What follows belongs to an exercise in optimizing a design on an open flow for small area, a short achievable clock period and few clock cycles; a production flow would make more cautious choices. At most, simulation tests tie the RTL to the original design; equivalence was not proved. Power is estimated from default activity; no workload was simulated.

==> module lane_ge, before the edit <==
module lane_ge (
  input  softmax_pkg::lane_t a,
  input  softmax_pkg::lane_t b,
  output logic               ge
);
  localparam int W = softmax_pkg::LANE_WIDTH;
  localparam int L = ((W + 1 <= 16) ? 4 : (W + 1 <= 32) ? 5 : 6);
  logic [W-1:0] ua;
  logic [W-1:0] nb;
  logic [W:0] g [0:L];
  logic [W:0] p [0:L];
  assign ua = {~a[W-1], a[W-2:0]};
  assign nb = ~{~b[W-1], b[W-2:0]};
  assign g[0] = {ua & nb, 1'b1};
  assign p[0] = {ua ^ nb, 1'b0};
  for (genvar l = 0; l < L; l++) begin : g_lvl
    for (genvar i = 0; i <= W; i++) begin : g_bit
      if (((i >> l) & 1) == 1) begin : g_merge
        localparam int J = ((i >> l) << l) - 1;
        assign g[l+1][i] = g[l][i] | (p[l][i] & g[l][J]);
        assign p[l+1][i] = p[l][i] & p[l][J];
      end else begin : g_pass
        assign g[l+1][i] = g[l][i];
        assign p[l+1][i] = p[l][i];
      end
    end
  end
  assign ge = g[L][W];
endmodule
export LEC_CHECK = 0
export ABC_AREA = 1
export CAP_MARGIN = 20
export CORE_MARGIN = 2
export CORE_UTILIZATION = 40
export SETUP_SLACK_MARGIN = 3.0
export SLEW_MARGIN = 20
create_clock -name core_clock -period 5.5 [get_ports {clk}]
run.sh (not shown) runs the stock make flow with config.mk's settings and CLKGATE_MAP_FILE= SYNTH_SCRIPT=/design/flow/synth_recipe.tcl, a recipe that flattens the netlist after the stock synthesis.
The baseline completed with no timing, DRC or antenna violations.
Testbench counts at the start, summed over its fixed seeds: cycles 20,100.
Edit:
--- a/flow/design.v
+++ b/flow/design.v
@@ -91,9 +91,9 @@
   input  softmax_pkg::lane_t b,
   output logic               ge
 );
   localparam int W = softmax_pkg::LANE_WIDTH;
-  localparam int L = ((W + 1 <= 16) ? 4 : (W + 1 <= 32) ? 5 : 6);
+  localparam int L = $clog2(W + 1);
   logic [W-1:0] ua;
   logic [W-1:0] nb;
   logic [W:0] g [0:L];
   logic [W:0] p [0:L];
Effect:
- first-iteration DRC count stays the same
- clock power hardly moves
- global-route usage does not change
- via count does not change
- sequential power hardly moves
- die area is unchanged
- final area stays the same
- non-clock buffer count is unchanged
- worst hold slack is unchanged
- worst setup slack does not change
Only the layout flow was run in the second run of this note; the RTL was not checked for function there.

--- another note on this design; it stands on its own ---

// softmax_top
module softmax_top (
  input  logic                   clk,
  input  logic                   reset,
  input  logic                   start,
  input  softmax_pkg::addr_t     start_addr,
  input  softmax_pkg::addr_t     end_addr,
  output logic                   wb_cyc,
  output logic                   wb_stb,
  output softmax_pkg::addr_t     wb_adr,
  input  softmax_pkg::row_t      wb_rdata,
  input  logic                   wb_ack,
  output logic                   out_valid,
  output softmax_pkg::diff_row_t out_row,
  output softmax_pkg::sum_t      sum,
  output logic                   busy,
  output logic                   done
);
Settings: LEC_CHECK=0, ABC_AREA=1, CAP_MARGIN=20, CORE_MARGIN=2, CORE_UTILIZATION=55, CTS_BUF_LIST=sky130_fd_sc_hd__clkbuf_8, PLACE_DENSITY=0.75, SETUP_SLACK_MARGIN=2.8, SLEW_MARGIN=20; clock period 5.5 ns.
standard.sh (not shown) runs the stock make flow with config.mk's settings and CLKGATE_MAP_FILE= SYNTH_SCRIPT=/design/flow/synth_recipe.tcl, a recipe that flattens the netlist after the stock synthesis.
==> flow/flow/run.sh <==
#!/bin/bash
# The standard layout, with two changes to how it is made:
#  - ports are buffered with plain buffers (sky130_fd_sc_hd__buf_4) instead of
#    the delay cells buffer_ports picks by default;
#  - the resizer may change a cell's footprint when it sizes it.
# Synthesis is the standard one (standard.sh runs it unchanged).
set -euo pipefail
cd "$(dirname "$0")/.."
bash standard.sh \
  MATCH_CELL_FOOTPRINT=0 \
  "BUFFER_PORTS_ARGS=-buffer_cell sky130_fd_sc_hd__buf_4" \
  finish > flow_make.log 2>&1
Testbench counts at the start, summed over its fixed seeds: cycles 20,322.
Next try:
- CTS_BUF_LIST: sky130_fd_sc_hd__clkbuf_8 -> sky130_fd_sc_hd__clkbuf_4
- PLACE_DENSITY: 0.75 -> not set
=> Clock power rises by about 3%; fmax went up by 0.85%; cell area is lower by 1.6%; sequential power grows by about 0.9%.

Setup of before:
Starting RTL as in the previous note.
==> flow/config.mk <==
export PLATFORM = sky130hd
export DESIGN_NAME = softmax_top
export DESIGN_NICKNAME = softmax_top
export VERILOG_FILES = /design/flow/design.v
export SDC_FILE = /design/flow/constraint.sdc
export NUM_CORES = 4
export LEC_CHECK = 0
export ABC_AREA = 1
export CAP_MARGIN = 20
export CORE_MARGIN = 2
export CORE_UTILIZATION = 55
export CTS_BUF_LIST = sky130_fd_sc_hd__clkbuf_4 sky130_fd_sc_hd__clkbuf_8
export SETUP_SLACK_MARGIN = 2.8
export SLEW_MARGIN = 20
==> flow/constraint.sdc <==
create_clock -name core_clock -period 5.5 [get_ports {clk}]
set_input_delay 1.1000 -clock core_clock [delete_from_list [all_inputs] [get_ports {clk}]]
set_output_delay 1.1000 -clock core_clock [all_outputs]
set_load 0.01 [all_outputs]
Scripts as last shown in full above: flow/flow/run.sh
Testbench counts of before, summed over its fixed seeds: cycles 20,322.
Edits applied to the flow inputs when going from before to after:
- swapping sky130_fd_sc_hd__clkbuf_4 sky130_fd_sc_hd__clkbuf_8 for sky130_fd_sc_hd__clkbuf_8 in CTS_BUF_LIST
Results
- [diff] clock period minus worst slack, after relative to before: improvement
- before has higher worst IR drop on VDD than after.
- Relative to before, final worst clock skew has gone down in after.
- The estimated power of after ends up lower than the estimate for before.
- Setup slack on the worst flop-to-flop path: after vs before — no meaningful difference
- Changes observed in after relative to before: clock power shrank by about 6.5%; worst setup slack moved up.
- Taking before as the reference, in after number of gates on the worst path with buffers counted decreased 5, share of power burned in combinational logic increased 0.4 points.
- Wire length after detailed routing essentially unchanged between after and before.
- Category of the most critical setup path = input pin to flop: before; category of the most critical setup path = flop to flop: after

[static timing again, ports no longer ideal]
In the flow no input, the clock included, has a driving cell. The finished layouts below were timed again as built, in two steps. Step 1, drivers: a clkbuf_16 drives clk and a buf_2 each remaining input, both assumed. Step 2 also shifts input and output timing later by t, the mid clock arrival at the registers, as if the neighbouring blocks saw the same clock. a / b / c = ideal / step 1 / step 2; a / b = the first two.
| run | shift t [ns] | slack for setup (ns) | worst setup path after step 2 | latest minus earliest clock arrival (ns) | slew at the worst register clock pin (ns) |
|---|---|---|---|---|---|
| the first run of note 1 | 0.694 | 2.515 / 2.515 / 2.051 | input to register | 0.039 / 0.039 | 0.06 / 0.06 |
| the second run of note 1 | 0.694 | 2.515 / 2.515 / 2.051 | input to register | 0.039 / 0.039 | 0.06 / 0.06 |
| the first run of note 2 | 0.786 | 2.767 / 2.767 / 2.047 | input to register | 0.029 / 0.030 | 0.08 / 0.08 |
| the second run of note 2 | 1.093 | 2.790 / 2.728 / 1.839 | input to register | 0.060 / 0.060 | 0.08 / 0.08 |
| before | 0.775 | 2.857 / 2.871 / 2.096 | input to register | 0.046 / 0.046 | 0.07 / 0.07 |
| after | 0.776 | 2.861 / 2.861 / 2.101 | input to register | 0.037 / 0.038 | 0.07 / 0.07 |
After both steps setup and hold are still met in every run listed. For the second run of note 2, which loses most, drivers alone change the setup slack by -0.062 ns; drivers and shift together by -0.951 ns.
